What follows belongs to an exercise in optimizing a design on an open flow for small area, a short achievable clock period and few clock cycles per item; a production flow would make more cautious choices. Function was not checked in any run shown here: the RTL went through the layout flow alone. No activity file was given, so power comes from the tool's default toggle rates.

## flow/design.v (module list and top-level ports; edited modules follow where they fit)
// module csa_fa: 9 lines
// module csa_ha: 8 lines
// module binary_neuron: 965 lines
module binary_neuron (
    input  logic                    clk,
    input  logic                    reset,
    input  logic                    in_valid,
    output logic                    in_ready,
    input  logic [320:0]            in_req,
    output logic                    out_valid,
    input  logic                    out_ready,
    output logic [9:0]              out_sum
);
  // ...
==> flow/flow/run.sh <==
#!/bin/bash
# The standard layout (standard.sh: ORFS synthesis to final layout), with
# two changes:
#  - the input and output ports are buffered with the smallest buffer,
#    sky130_fd_sc_hd__buf_1, instead of the cell buffer_ports picks by default
#    (clkdlybuf4s50_1); later repair steps may still resize them;
#  - clock tree synthesis adds no dummy loads to the clock tree.
set -euo pipefail
export BUFFER_PORTS_ARGS="-buffer_cell sky130_fd_sc_hd__buf_1"
export CTS_ARGS="-sink_clustering_enable -repair_clock_nets -buf_list sky130_fd_sc_hd__clkbuf_8 -dont_use_dummy_load"
bash standard.sh > standard_flow.log 2>&1
==> flow/standard.sh <==
#!/bin/bash
# synth_recipe.tcl (not shown) runs the flow's synth.tcl, then flattens the netlist and writes it again
# the make line also repeats each setting of config.mk as NAME=value (left out here)
make -C /OpenROAD-flow-scripts/flow DESIGN_CONFIG=/design/flow/config.mk WORK_HOME=/design/flow/orfs CLKGATE_MAP_FILE= SYNTH_SCRIPT=/design/flow/synth_recipe.tcl "${@:-finish}"
==> flow/config.mk <==
export PLATFORM = sky130hd
export DESIGN_NAME = binary_neuron
export DESIGN_NICKNAME = binary_neuron
export VERILOG_FILES = /design/flow/design.v
export SDC_FILE = /design/flow/constraint.sdc
export NUM_CORES = 4
export LEC_CHECK = 0
export CAP_MARGIN = 20
export CORE_MARGIN = 2
export CORE_UTILIZATION = 40
export CTS_BUF_LIST = sky130_fd_sc_hd__clkbuf_8
export SLEW_MARGIN = 20
export SYNTH_HIERARCHICAL = 1
export SYNTH_MINIMUM_KEEP_SIZE = 0
==> flow/constraint.sdc <==
create_clock -name core_clock -period 6.0 [get_ports {clk}]
set_input_delay 1.2000 -clock core_clock [delete_from_list [all_inputs] [get_ports {clk}]]
set_output_delay 1.2000 -clock core_clock [all_outputs]
set_load 0.01 [all_outputs]
==> implementation parameters, run 1 <==
Parameter                              Value

Outcome
  Run status  no timing/DRC/antenna violations

Synthesis
  Leading area contributor after synthesis    fa_1
  Simple-gate area share of the yosys netlist    a little under an eighth
  Synth Instances    roughly 1200
  Yosys warns    8
  Avg Cell Area, Syn    ~12 sq um
  Number of unique standard cell types used by synthesis    33
  Number of synthesized flops with an enable pin    50
  Area share of fa/ha/maj cells after synthesis    35.2%

Cells and area
  Number of multi-input logic gates    roughly 900
  Signal buffers    between 300 and 400
  Synth-to-Final Area Change    16.4%
  Commonest cells after routing, fill and taps aside    buf_1 (336), fa_1 (243), nor2_1 (215)

Floorplanning
  Std-Cell Rows    69
  Area of the die    approximately 38000 sq um
  Starting density of the core    40.6%
  Die width    roughly 190 um

Power
  Fraction of power spent switching nets    between 30% and 40%
  Cell internal power dissipation    0.00514 W

Critical path
  Setup slack on the worst flop-to-flop path    ~3.5 ns
  CP delay by family, top    adder cells
  WP data arrival    a little under 3 ns

Timing
  Worst max-slew margin expressed relative to the limit    a little over two fifths
  FMAX    387 MHz
  Number of pins exceeding their max-slew limit in the final report    0

Routing
  First DRT Iteration DRCs    approximately 320
  Post-Route WL    35100 um

Min path
  Worst min-delay path category    reg -> reg

Global routing
  Largest net degree at the start of global routing    25

Run
  Max-cap check violation count    0

Place
  Routability congestion estimate from global placement    0.840
==> inputs of run 2 (changes only) <==
--- a/flow/design.v
+++ b/flow/design.v
@@ -215,18 +215,18 @@
     wire q3_61 = ~(in_req[76] ^ (~in_req[3] & (in_req[73] | in_req[74] | in_req[75])));
     wire p1_62 = in_req[70] ^ (~in_req[2] & in_req[69]);
     wire p2_62 = in_req[71] ^ (~in_req[2] & (in_req[69] | in_req[70]));
     wire q3_62 = ~(in_req[72] ^ (~in_req[2] & (in_req[69] | in_req[70] | in_req[71])));
     wire p1_63 = in_req[66] ^ (~in_req[1] & in_req[65]);
     wire p2_63 = in_req[67] ^ (~in_req[1] & (in_req[65] | in_req[66]));
     wire q3_63 = ~(in_req[68] ^ (~in_req[1] & (in_req[65] | in_req[66] | in_req[67])));
     logic r1_s39, r1_s41, r1_s43, r1_s45, r1_s47, r1_s49, r1_s51, r1_s53, r1_s55, r1_s107, r1_c44, r1_c46, r1_c48, r1_c50, r1_c52, r1_c54, r1_c56, r1_s109, r1_s111, r1_s113, r1_s115, r1_s117, r1_s119, r1_s121, r1_s123, r1_s125, r1_s127, r1_s129, r1_s131, r1_s133, r1_s135, r1_c110, r1_c112, r1_c114, r1_c116, r1_c118, r1_c120, r1_c122, r1_c124, r1_c126, r1_c128, r1_c130, r1_c132, r1_c134, r1_c136, r1_s203, r1_s205, r1_s207, r1_s209, r1_s211, r1_s213, r1_s215, r1_s217, r1_s219, r1_s221, r1_s223, r1_s225, r1_s227, r1_s229, r1_s231, r1_s311, r1_s313, r1_c204, r1_c206, r1_c208, r1_c210, r1_c212, r1_c214, r1_c216, r1_c218, r1_c220, r1_c222, r1_c224, r1_c226, r1_c228, r1_c230, r1_c232, r1_s315, r1_s317, r1_s319, r1_s321, r1_s323, r1_s325, r1_s327, r1_s329, r1_s331, r1_s333, r1_s335, r1_s337, r1_s339, r1_s341, r1_c314, r1_c316, r1_c318, r1_c320, r1_c322, r1_c324, r1_c326, r1_c328, r1_c330, r1_c332, r1_c334, r1_c336, r1_c338, r1_c340, r1_c342, r1_s393, r1_s395, r1_s397, r1_s399, r1_s401, r1_s403, r1_s405, r1_c394, r1_c396, r1_c398, r1_c400, r1_c402, r1_c404, r1_c406;
-    logic r2_s265, r2_s267, r2_s269, r2_c270, r2_s383, r2_s385, r2_s387, r2_s437, r2_s439, r2_c384, r2_c386, r2_s441, r2_c388, r2_s443, r2_c442, r2_s469, r2_c444, r2_s471, r2_s473, r2_c468, r2_s485, r2_c470, r2_c472, r2_s487, r2_c474, r2_c488, r2_s497, r2_c498, r2_s63, r2_s157, r2_s159;
-    logic r3_s477, r3_c452, r3_s479, r3_c478, r3_s493, r3_c480, r3_c492, r3_s499, r3_c494, r3_s63, r3_s157, r3_s271, r3_s391, r3_s451, r3_s503, r3_c504, r3_s159;
+    logic r2_s265, r2_s267, r2_s269, r2_s383, r2_c270, r2_s385, r2_s387, r2_c386, r2_s441, r2_c388, r2_s443, r2_s445, r2_s469, r2_c442, r2_c444, r2_s471, r2_s473, r2_c446, r2_c472, r2_s487, r2_c474, r2_s489, r2_c488, r2_s497, r2_c490, r2_c498, r2_s63, r2_s157, r2_s159;
+    logic r3_c450, r3_s479, r3_c452, r3_s63, r3_s157, r3_s271, r3_s391, r3_s451, r3_s495, r3_c496, r3_s503, r3_c504, r3_s159, r3_s501, r3_c502;
     wire s1 = ~(in_req[317] ^ in_req[313]);
     wire c2 = in_req[317] | in_req[313];
     wire s3, c4;
     csa_fa u_s3 (.a(in_req[309]), .b(in_req[305]), .c(in_req[301]), .s(s3), .co(c4));
     wire s5, c6;
     csa_fa u_s5 (.a(in_req[297]), .b(in_req[293]), .c(in_req[289]), .s(s5), .co(c6));
     wire s7, c8;
     csa_fa u_s7 (.a(in_req[285]), .b(in_req[281]), .c(in_req[277]), .s(s7), .co(c8));
@@ -472,19 +472,19 @@
     csa_fa u_s247 (.a(r1_s217), .b(r1_s219), .c(r1_s221), .s(s247), .co(c248));
     wire s249, c250;
     csa_fa u_s249 (.a(r1_s223), .b(r1_s225), .c(r1_s227), .s(s249), .co(c250));
     wire s251, c252;
     csa_fa u_s251 (.a(r1_s229), .b(r1_s231), .c(c138), .s(s251), .co(c252));
     wire s253, c254;
     csa_fa u_s253 (.a(c140), .b(c142), .c(c144), .s(s253), .co(c254));
     wire s255, c256;
-    csa_fa u_s255 (.a(c146), .b(s233), .c(s235), .s(s255), .co(c256));
+    csa_fa u_s255 (.a(c146), .b(c148), .c(c150), .s(s255), .co(c256));
     wire s257, c258;
-    csa_fa u_s257 (.a(c148), .b(c150), .c(s237), .s(s257), .co(c258));
+    csa_fa u_s257 (.a(s233), .b(s235), .c(s237), .s(s257), .co(c258));
     wire s259, c260;
     csa_fa u_s259 (.a(s239), .b(s241), .c(s243), .s(s259), .co(c260));
     wire s261, c262;
     csa_fa u_s261 (.a(s245), .b(s247), .c(s249), .s(s261), .co(c262));
     wire s263, c264;
     csa_fa u_s263 (.a(c152), .b(c154), .c(c156), .s(s263), .co(c264));
     wire s265, c266;
     csa_fa u_s265 (.a(s251), .b(s253), .c(s255), .s(s265), .co(c266));
@@ -580,43 +580,43 @@
     csa_fa u_s355 (.a(r1_s317), .b(r1_s319), .c(r1_s321), .s(s355), .co(c356));
     wire s357, c358;
     csa_fa u_s357 (.a(r1_s323), .b(r1_s325), .c(r1_s327), .s(s357), .co(c358));
     wire s359, c360;
     csa_fa u_s359 (.a(r1_s329), .b(r1_s331), .c(r1_s333), .s(s359), .co(c360));
     wire s361, c362;
     csa_fa u_s361 (.a(r1_s335), .b(r1_s337), .c(r1_s339), .s(s361), .co(c362));
     wire s363, c364;
-    csa_fa u_s363 (.a(r1_s341), .b(c234), .c(c236), .s(s363), .co(c364));
+    csa_fa u_s363 (.a(r1_s341), .b(s359), .c(s361), .s(s363), .co(c364));
     wire s365, c366;
-    csa_fa u_s365 (.a(c238), .b(c240), .c(c242), .s(s365), .co(c366));
+    csa_fa u_s365 (.a(c234), .b(c236), .c(c238), .s(s365), .co(c366));
     wire s367, c368;
-    csa_fa u_s367 (.a(c244), .b(c246), .c(s343), .s(s367), .co(c368));
+    csa_fa u_s367 (.a(c240), .b(c242), .c(c244), .s(s367), .co(c368));
     wire s369, c370;
-    csa_fa u_s369 (.a(s345), .b(s347), .c(c248), .s(s369), .co(c370));
+    csa_fa u_s369 (.a(c246), .b(c248), .c(c250), .s(s369), .co(c370));
     wire s371, c372;
-    csa_fa u_s371 (.a(c250), .b(s349), .c(s351), .s(s371), .co(c372));
+    csa_fa u_s371 (.a(s343), .b(s345), .c(s347), .s(s371), .co(c372));
     wire s373, c374;
-    csa_fa u_s373 (.a(s353), .b(s355), .c(s357), .s(s373), .co(c374));
+    csa_fa u_s373 (.a(s349), .b(s351), .c(s353), .s(s373), .co(c374));
     wire s375, c376;
-    csa_fa u_s375 (.a(s359), .b(s361), .c(c252), .s(s375), .co(c376));
+    csa_fa u_s375 (.a(s355), .b(s357), .c(s363), .s(s375), .co(c376));
     wire s377, c378;
-    csa_fa u_s377 (.a(c254), .b(c256), .c(s363), .s(s377), .co(c378));
+    csa_fa u_s377 (.a(c252), .b(c254), .c(c256), .s(s377), .co(c378));
     wire s379, c380;
-    csa_fa u_s379 (.a(c258), .b(c260), .c(s365), .s(s379), .co(c380));
+    csa_fa u_s379 (.a(c258), .b(c260), .c(c262), .s(s379), .co(c380));
     wire s381, c382;
-    csa_fa u_s381 (.a(s367), .b(c262), .c(s369), .s(s381), .co(c382));
+    csa_fa u_s381 (.a(s365), .b(s367), .c(s369), .s(s381), .co(c382));
     wire s383, c384;
-    csa_fa u_s383 (.a(s371), .b(s373), .c(c264), .s(s383), .co(c384));
+    csa_fa u_s383 (.a(s371), .b(s373), .c(s375), .s(s383), .co(c384));
     wire s385, c386;
-    csa_fa u_s385 (.a(c266), .b(s375), .c(s377), .s(s385), .co(c386));
+    csa_fa u_s385 (.a(c264), .b(c266), .c(s377), .s(s385), .co(c386));
     wire s387, c388;
-    csa_fa u_s387 (.a(s379), .b(c268), .c(s381), .s(s387), .co(c388));
+    csa_fa u_s387 (.a(c268), .b(s379), .c(s381), .s(s387), .co(c388));
     wire s389, c390;
-    csa_fa u_s389 (.a(r2_c270), .b(r2_s383), .c(r2_s385), .s(s389), .co(c390));
+    csa_fa u_s389 (.a(r2_s383), .b(r2_c270), .c(r2_s385), .s(s389), .co(c390));
     wire s391, c392;
     csa_fa u_s391 (.a(r2_s387), .b(c272), .c(s389), .s(s391), .co(c392));
     wire s393 = ~(c274 ^ c276);
     wire c394 = c274 | c276;
     wire s395, c396;
     csa_fa u_s395 (.a(c278), .b(c280), .c(c282), .s(s395), .co(c396));
     wire s397, c398;
     csa_fa u_s397 (.a(c284), .b(c286), .c(c288), .s(s397), .co(c398));
@@ -638,101 +638,101 @@
     csa_fa u_s413 (.a(r1_c332), .b(r1_c334), .c(r1_c336), .s(s413), .co(c414));
     wire s415, c416;
     csa_fa u_s415 (.a(r1_c338), .b(r1_c340), .c(r1_c342), .s(s415), .co(c416));
     wire s417, c418;
     csa_fa u_s417 (.a(r1_s393), .b(r1_s395), .c(r1_s397), .s(s417), .co(c418));
     wire s419, c420;
     csa_fa u_s419 (.a(r1_s399), .b(r1_s401), .c(r1_s403), .s(s419), .co(c420));
     wire s421, c422;
-    csa_fa u_s421 (.a(r1_s405), .b(c344), .c(c346), .s(s421), .co(c422));
+    csa_fa u_s421 (.a(r1_s405), .b(c360), .c(c362), .s(s421), .co(c422));
     wire s423, c424;
-    csa_fa u_s423 (.a(c348), .b(c350), .c(c352), .s(s423), .co(c424));
+    csa_fa u_s423 (.a(c344), .b(c346), .c(c348), .s(s423), .co(c424));
     wire s425, c426;
-    csa_fa u_s425 (.a(c354), .b(c356), .c(c358), .s(s425), .co(c426));
+    csa_fa u_s425 (.a(c350), .b(c352), .c(c354), .s(s425), .co(c426));
     wire s427, c428;
-    csa_fa u_s427 (.a(s407), .b(s409), .c(c360), .s(s427), .co(c428));
+    csa_fa u_s427 (.a(c356), .b(c358), .c(s407), .s(s427), .co(c428));
     wire s429, c430;
-    csa_fa u_s429 (.a(c362), .b(s411), .c(s413), .s(s429), .co(c430));
+    csa_fa u_s429 (.a(s409), .b(s411), .c(s413), .s(s429), .co(c430));
     wire s431, c432;
     csa_fa u_s431 (.a(s415), .b(s417), .c(s419), .s(s431), .co(c432));
     wire s433, c434;
-    csa_fa u_s433 (.a(c364), .b(c366), .c(c368), .s(s433), .co(c434));
+    csa_fa u_s433 (.a(c364), .b(s421), .c(c366), .s(s433), .co(c434));
     wire s435, c436;
-    csa_fa u_s435 (.a(s421), .b(c370), .c(c372), .s(s435), .co(c436));
+    csa_fa u_s435 (.a(c368), .b(c370), .c(c372), .s(s435), .co(c436));
     wire s437, c438;
     csa_fa u_s437 (.a(c374), .b(s423), .c(s425), .s(s437), .co(c438));
     wire s439, c440;
     csa_fa u_s439 (.a(s427), .b(s429), .c(s431), .s(s439), .co(c440));
     wire s441, c442;
     csa_fa u_s441 (.a(c376), .b(c378), .c(c380), .s(s441), .co(c442));
     wire s443, c444;
-    csa_fa u_s443 (.a(s433), .b(c382), .c(s435), .s(s443), .co(c444));
+    csa_fa u_s443 (.a(c382), .b(s433), .c(s435), .s(s443), .co(c444));
     wire s445, c446;
-    csa_fa u_s445 (.a(r2_s437), .b(r2_s439), .c(r2_c384), .s(s445), .co(c446));
+    csa_fa u_s445 (.a(s437), .b(s439), .c(c384), .s(s445), .co(c446));
     wire s447, c448;
     csa_fa u_s447 (.a(r2_c386), .b(r2_s441), .c(r2_c388), .s(s447), .co(c448));
     wire s449, c450;
-    csa_fa u_s449 (.a(r2_s443), .b(c390), .c(s445), .s(s449), .co(c450));
+    csa_fa u_s449 (.a(r2_s443), .b(r2_s445), .c(c390), .s(s449), .co(c450));
     wire s451, c452;
     csa_fa u_s451 (.a(s447), .b(c392), .c(s449), .s(s451), .co(c452));
     wire s453 = ~(r1_c394 ^ r1_c396);
     wire c454 = r1_c394 | r1_c396;
     wire s455, c456;
     csa_fa u_s455 (.a(r1_c398), .b(r1_c400), .c(r1_c402), .s(s455), .co(c456));
     wire s457, c458;
     csa_fa u_s457 (.a(r1_c404), .b(r1_c406), .c(c408), .s(s457), .co(c458));
     wire s459, c460;
     csa_fa u_s459 (.a(c410), .b(c412), .c(c414), .s(s459), .co(c460));
     wire s461, c462;
     csa_fa u_s461 (.a(c416), .b(c418), .c(c420), .s(s461), .co(c462));
     wire s463, c464;
     csa_fa u_s463 (.a(s453), .b(s455), .c(c422), .s(s463), .co(c464));
     wire s465, c466;
-    csa_fa u_s465 (.a(c424), .b(c426), .c(s457), .s(s465), .co(c466));
+    csa_fa u_s465 (.a(c424), .b(c426), .c(c428), .s(s465), .co(c466));
     wire s467, c468;
-    csa_fa u_s467 (.a(c428), .b(c430), .c(c432), .s(s467), .co(c468));
+    csa_fa u_s467 (.a(c430), .b(c432), .c(s457), .s(s467), .co(c468));
     wire s469, c470;
     csa_fa u_s469 (.a(s459), .b(s461), .c(s463), .s(s469), .co(c470));
     wire s471, c472;
     csa_fa u_s471 (.a(c434), .b(c436), .c(c438), .s(s471), .co(c472));
     wire s473, c474;
-    csa_fa u_s473 (.a(s465), .b(c440), .c(s467), .s(s473), .co(c474));
+    csa_fa u_s473 (.a(c440), .b(s465), .c(s467), .s(s473), .co(c474));
     wire s475, c476;
-    csa_fa u_s475 (.a(r2_c442), .b(r2_s469), .c(r2_c444), .s(s475), .co(c476));
+    csa_fa u_s475 (.a(r2_s469), .b(r2_c442), .c(r2_c444), .s(s475), .co(c476));
     wire s477, c478;
-    csa_fa u_s477 (.a(r2_s471), .b(r2_s473), .c(c446), .s(s477), .co(c478));
+    csa_fa u_s477 (.a(r2_s471), .b(r2_s473), .c(r2_c446), .s(s477), .co(c478));
     wire s479, c480;
-    csa_fa u_s479 (.a(c448), .b(s475), .c(c450), .s(s479), .co(c480));
+    csa_fa u_s479 (.a(c448), .b(s475), .c(s477), .s(s479), .co(c480));
     wire s481, c482;
-    csa_fa u_s481 (.a(r3_s477), .b(r3_c452), .c(r3_s479), .s(s481), .co(c482));
+    csa_fa u_s481 (.a(r3_c450), .b(r3_s479), .c(r3_c452), .s(s481), .co(c482));
     wire s483 = ~(c454 ^ c456);
     wire c484 = c454 | c456;
     wire s485, c486;
     csa_fa u_s485 (.a(c458), .b(c460), .c(c462), .s(s485), .co(c486));
     wire s487, c488;
     csa_fa u_s487 (.a(s483), .b(c464), .c(c466), .s(s487), .co(c488));
     wire s489, c490;
-    csa_fa u_s489 (.a(r2_c468), .b(r2_s485), .c(r2_c470), .s(s489), .co(c490));
+    csa_fa u_s489 (.a(c468), .b(s485), .c(c470), .s(s489), .co(c490));
     wire s491, c492;
     csa_fa u_s491 (.a(r2_c472), .b(r2_s487), .c(r2_c474), .s(s491), .co(c492));
     wire s493, c494;
-    csa_fa u_s493 (.a(s489), .b(c476), .c(s491), .s(s493), .co(c494));
+    csa_fa u_s493 (.a(r2_s489), .b(c476), .c(c478), .s(s493), .co(c494));
     wire s495, c496;
-    csa_fa u_s495 (.a(r3_c478), .b(r3_s493), .c(r3_c480), .s(s495), .co(c496));
+    csa_fa u_s495 (.a(s491), .b(c480), .c(s493), .s(s495), .co(c496));
     wire s497 = ~(c484 ^ c486);
     wire c498 = c484 | c486;
     wire s499, c500;
-    csa_fa u_s499 (.a(r2_c488), .b(r2_s497), .c(c490), .s(s499), .co(c500));
+    csa_fa u_s499 (.a(r2_c488), .b(r2_s497), .c(r2_c490), .s(s499), .co(c500));
     wire s501, c502;
-    csa_fa u_s501 (.a(r3_c492), .b(r3_s499), .c(r3_c494), .s(s501), .co(c502));
+    csa_fa u_s501 (.a(c492), .b(s499), .c(c494), .s(s501), .co(c502));
     wire s503 = ~(r2_c498 ^ c500);
     wire c504 = r2_c498 | c500;
-    wire [9:0] row_a = {r3_c504, r3_s503, s501, s495, s481, r3_s451, r3_s391, r3_s271, r3_s157, r3_s63};
-    wire [9:0] row_b = {1'b0, c502, c496, c482, 1'b0, 1'b0, 1'b0, 1'b0, r3_s159, 1'b0};
+    wire [9:0] row_a = {r3_c504, r3_s503, r3_c496, r3_s495, s481, r3_s451, r3_s391, r3_s271, r3_s157, r3_s63};
+    wire [9:0] row_b = {1'b0, r3_c502, r3_s501, c482, 1'b0, 1'b0, 1'b0, 1'b0, r3_s159, 1'b0};
     wire [9:0] total = row_a + row_b;
     logic         accept, pop;
     logic [4:0] pending, pending_next;
     assign accept = in_valid && in_ready;
     assign pop    = out_valid && out_ready;
     always_comb begin
         case ({accept, pop})
             2'b10:   pending_next = {pending[3:0], 1'b1};
@@ -878,63 +878,59 @@
         r1_c402 <= c402;
         r1_c404 <= c404;
         r1_c406 <= c406;
     end
     always_ff @(posedge clk) begin
         r2_s265 <= s265;
         r2_s267 <= s267;
         r2_s269 <= s269;
-        r2_c270 <= c270;
         r2_s383 <= s383;
+        r2_c270 <= c270;
         r2_s385 <= s385;
         r2_s387 <= s387;
-        r2_s437 <= s437;
-        r2_s439 <= s439;
-        r2_c384 <= c384;
         r2_c386 <= c386;
         r2_s441 <= s441;
         r2_c388 <= c388;
         r2_s443 <= s443;
-        r2_c442 <= c442;
+        r2_s445 <= s445;
         r2_s469 <= s469;
+        r2_c442 <= c442;
         r2_c444 <= c444;
         r2_s471 <= s471;
         r2_s473 <= s473;
-        r2_c468 <= c468;
-        r2_s485 <= s485;
-        r2_c470 <= c470;
+        r2_c446 <= c446;
         r2_c472 <= c472;
         r2_s487 <= s487;
         r2_c474 <= c474;
+        r2_s489 <= s489;
         r2_c488 <= c488;
         r2_s497 <= s497;
+        r2_c490 <= c490;
         r2_c498 <= c498;
         r2_s63 <= s63;
         r2_s157 <= s157;
         r2_s159 <= s159;
     end
     always_ff @(posedge clk) begin
-        r3_s477 <= s477;
-        r3_c452 <= c452;
+        r3_c450 <= c450;
         r3_s479 <= s479;
-        r3_c478 <= c478;
-        r3_s493 <= s493;
-        r3_c480 <= c480;
-        r3_c492 <= c492;
-        r3_s499 <= s499;
-        r3_c494 <= c494;
+        r3_c452 <= c452;
         r3_s63 <= r2_s63;
         r3_s157 <= r2_s157;
         r3_s271 <= s271;
         r3_s391 <= s391;
         r3_s451 <= s451;
+        r3_s495 <= s495;
+        r3_c496 <= c496;
         r3_s503 <= s503;
         r3_c504 <= c504;
         r3_s159 <= r2_s159;
+        r3_s501 <= s501;
+        r3_c502 <= c502;
     end
     logic [9:0]      q_data [0:3];
     logic [3:0]    q_wr, q_rd, q_occ;
     logic [9:0]      q_head;
     logic            q_empty;
     logic            result;        
     logic            head_load;     
     logic            q_push, q_pull;
==> implementation parameters, run 2 <==
Parameter                              Value

Outcome
  Run status  no timing/DRC/antenna violations

Clock network
  Resized Gates After CTS    0
  Clock tree from TritonCTS    done
  CTS Sinks    roughly 240
  Total number of H-tree levels    2
  Clock-pin slew reported for the worst setup and hold paths after clock tree synthesis    0.05 ns
  Root buffer cell    clkbuf_8
  Source-to-sink clock delay at the later pin of the worst-skew pair    between 0.5 and 0.6 ns
  Number of buffers added to fix hold violations after cts    0
  Clock Path Buffers    3
  Number of setup buffers added after CTS    0
  Cts bufs inserted    40

Global routing
  Via count of the first global-routing pass    10100
  Wire length of the first global-routing pass    53300 um
  Combined global-route utilization of all metal layers    roughly 19%
  Global-route congestion overflow total    0
  Largest net degree at the start of global routing    25 (unchanged)
  Antenna violations before repair    0

Synthesis
  Number of synthesized register bits    around 240
  Total nets after synthesis    roughly 1800
  Avg Cell Area, Syn    12.2 sq um (-0.22%)
  Leading area contributor after synthesis    fa_1
  Area share of the largest cell type after synthesis    between 30 and 40%
  Synth Instances    1174 (-0.34%)
  Dominant synthesized flop cell    dfxtp_1
  Fraction of registers with async set/reset    0%
  Post-synth top cells    fa_1 (243), nor2_1 (215), dfxtp_1 (186)
  Number of unique standard cell types used by synthesis    33 (unchanged)
  Number of synthesized flops with an enable pin    50 (unchanged)
  Yosys warns    8 (unchanged)
  Leading post-synthesis cells by cell area    fa_1 (34%), dfxtp_1 (26%), edfxtp_1 (10%), xnor2_1 (8.1%), nor2_1 (5.6%)
  Combined area of all synthesized cells    between 10000 and 15000 sq um
  Most common cell in the synthesized netlist    fa_1
  Register area share after synthesis    between 30 and 40%

Power
  Share of power burned in combinational logic    between 50 and 60%
  P_leak    around 6.1 nW
  Fraction of power spent switching nets    39.2% (+0.11 points)
  Cell internal power dissipation    0.00517 W (+0.51%)
  Net Sw Power    around 0.0033 W
  Register share of total power    about a third
  Overall power    between 0.008 and 0.009 W
  Share of power burned in the clock network    13.3%
  Worst IR drop on VDD    ~0.42 mV
  Total power divided by cell area    approximately 510 nW/um^2

Cells and area
  Net count of the finished layout    roughly 2100
  Share of layout cells above drive strength 1    under 10%
  Commonest cells after routing, fill and taps aside    buf_1 (336), fa_1 (243), nor2_1 (215)
  Largest register FFs    40
  Diode insertion count for antenna repair    0
  Synth-to-Final Area Change    16.4% (about the same)
  Largest registers    q_data: 40 flops, out_sum: 10 flops, pending: 5 flops
  Most flops, register    q_data
  Final non-filler cell total    between 2000 and 2500
  Most common library cell in the layout ignoring fill and taps    buf_1

Floorplanning
  Io pins    about 340
  Height of the chip    193 um
  Die width    193 um (-0.27%)
  Area of the die    37300 sq um (-0.55%)
  Std-Cell Rows    69 (unchanged)
  Core region area    between 30000 and 40000 sq um
  Starting density of the core    40.5% (-0.13 points)

Timing
  Slew at the pin closest to its max-slew limit    ~0.89 ns
  Total Negative Setup Slacks    0 ns
  Setup Skew    around 0.034 ns
  FMAX    354 MHz (-8.4%)
  Setup Viol. Count Final    0
  Number of pins exceeding their max-slew limit in the final report    0 (unchanged)
  Final critical delay including setup and external delays    approximately 2.8 ns
  RSZ-0062 raised after global routing    false
  Final clock period utilization by the worst path    between 40% and 50%
  Worst max-slew margin expressed relative to the limit    40.6% (-1.9 points)
  Final hold vios    0

Routing
  Avg WL per Cell    approximately 17 um
  Post-Route WL    34100 um (-2.7%)
  Post-detailed-route DRC marker count    0
  First DRT Iteration DRCs    321 (unchanged)
  ANT nets after route    0
  Pre-antenna DRT Iters    5
  Vias after detailed routing    9243
  Vias per std cell    approximately 4.6

Critical path
  Critical path startpoint category    flip-flop
  Worst r2r path cells    5
  Maximum fanout count along the critical path    1
  WP data arrival    3.20 ns (+0.25 ns)
  CP required    about 6.4 ns
  Kind of critical path    reg -> reg
  Endpoint type of the worst setup path    flip-flop

Run
  Max-cap check violation count    0 (unchanged)

Min path
  Number of instances on the worst hold path    0
  Worst min-delay path category    reg -> reg

Place
  Routability congestion estimate from global placement    0.857 (+2.1%)
  Total placed cells including tap cells    1961
  Final HPWL DP    29900 um
  Number of buffers inserted by port buffering    around 340
-- run 2: cell types whose count changed after synthesis, sizes merged --
cell,previous run,this run
dfxtp,190,186
-- run 2: per-stage QoR --
| step | utilization [%] | instance area, sq um | hold WS, ns | setup WS, ns |
|---|---|---|---|---|
| floorplan | - | 14300 | 0.310 | 3.34 |
| global placement | 45.6 | 16100 | 0.312 | 2.81 |
| detailed placement | 45.6 | 16100 | 0.312 | 2.81 |
| CTS | 47.1 | 16700 | 0.328 | 3.15 |
| global route | 47.1 | 16700 | 0.331 | 3.10 |
| finish | 47.1 | 16700 | 0.326 | 3.18 |
-- run 2: worst max-delay path: stages (launching register included) --
cell	delay [ns]
dfxtp_1	0.31
fa_1	0.60
fa_1	0.45
fa_1	0.49
fa_1	0.40
fa_1	0.45
-- run 2: routing by layer --
metal  vias up  share of wire, %  track usage (%)
met5         -                 0                0
met4         0               2.8             5.88
met3        46               3.6             2.51
met2       234                54             34.2
met1      4487                40             22.3
li1       4476                 -                -
-- run 2: path summary, 6_finish.rpt --
| check | start | slack (ns) | to |
|---|---|---|---|
| worst max-delay path | r1_s329 | 3.18 | r2_s445 |
| worst min register to register | r2_s159 | 0.33 | r3_s159 |
| worst max register to register | r1_s329 | 3.18 | r2_s445 |
| worst min-delay path | r2_s159 | 0.33 | r3_s159 |
-- run 2: per-module statistics from Yosys (local to each module, per instance) --
module	cell area (sq um)	cells inside
csa_fa	20.0	1
binary_neuron	9460	931
-- run 2: cell families after synthesis --
group                      after synthesis  synth area share [%]
muxes                                    2                 0.140
adders and majority gates              260                  35.4
DFF                                    236                  36.5
xor gates and xnor gates               199                  12.2
and+or+nand+nor                        375                  11.9
buffers and inverters                   45                  1.18
AOI/OAI and AO/OA                       57                  2.73
-- run 2: layout make-up --
| class | count | area, sq um |
|---|---|---|
| Fill cell | 3329 | 18700 |
| Sequential cell | 236 | 5230 |
| Tap cell | 461 | 577 |
| Timing Repair Buffer | 336 | 1260 |
| Multi-Input combinational cell | 893 | 8930 |
| Inverter | 35 | 131 |
| Clock buffer | 40 | 551 |
-- run 2: power by group through the flow --
stage                     clock network (W)  registers (W)  logic [W]
final                               0.00113        0.00277    0.00459
after global routing                0.00125        0.00283    0.00540
after CTS                           0.00118        0.00279    0.00475
after detailed placement                  0        0.00282    0.00476
after global placement                    0        0.00281    0.00462
after floorplan                           0        0.00270    0.00301

## what the ideal ports hide
How much do the figures lean on ideal ports? The routed layouts below were timed once more, with nothing changed but the port constraints.
Step 1 sets driving cells, clkbuf_16 on the clock port and buf_2 on the other inputs (assumed; they add their load-dependent delay and slew).
Step 2, shift: input delay + t, output delay - t, t = (earliest + latest rising clock arrival at the registers) / 2. This alone moves slack from input paths to output paths.
Three values: ideal ports, drivers, drivers and shift; two values: the first two.
run | t (ns) | slack for setup (ns) | worst setup path after step 2 | clock arrival spread, ns | worst data-port slew with drivers (ns)
run 1 | 0.555 | 3.413 / 3.431 / 2.876 | input to register | 0.043 / 0.044 | 0.08
run 2 | 0.551 | 3.176 / 3.176 / 2.781 | input to register | 0.036 / 0.036 | 0.06
After both steps setup and hold are still met in every run listed. The setup slack of run 1, which loses most, moves by +0.018 ns with the drivers and by -0.537 ns with both steps.
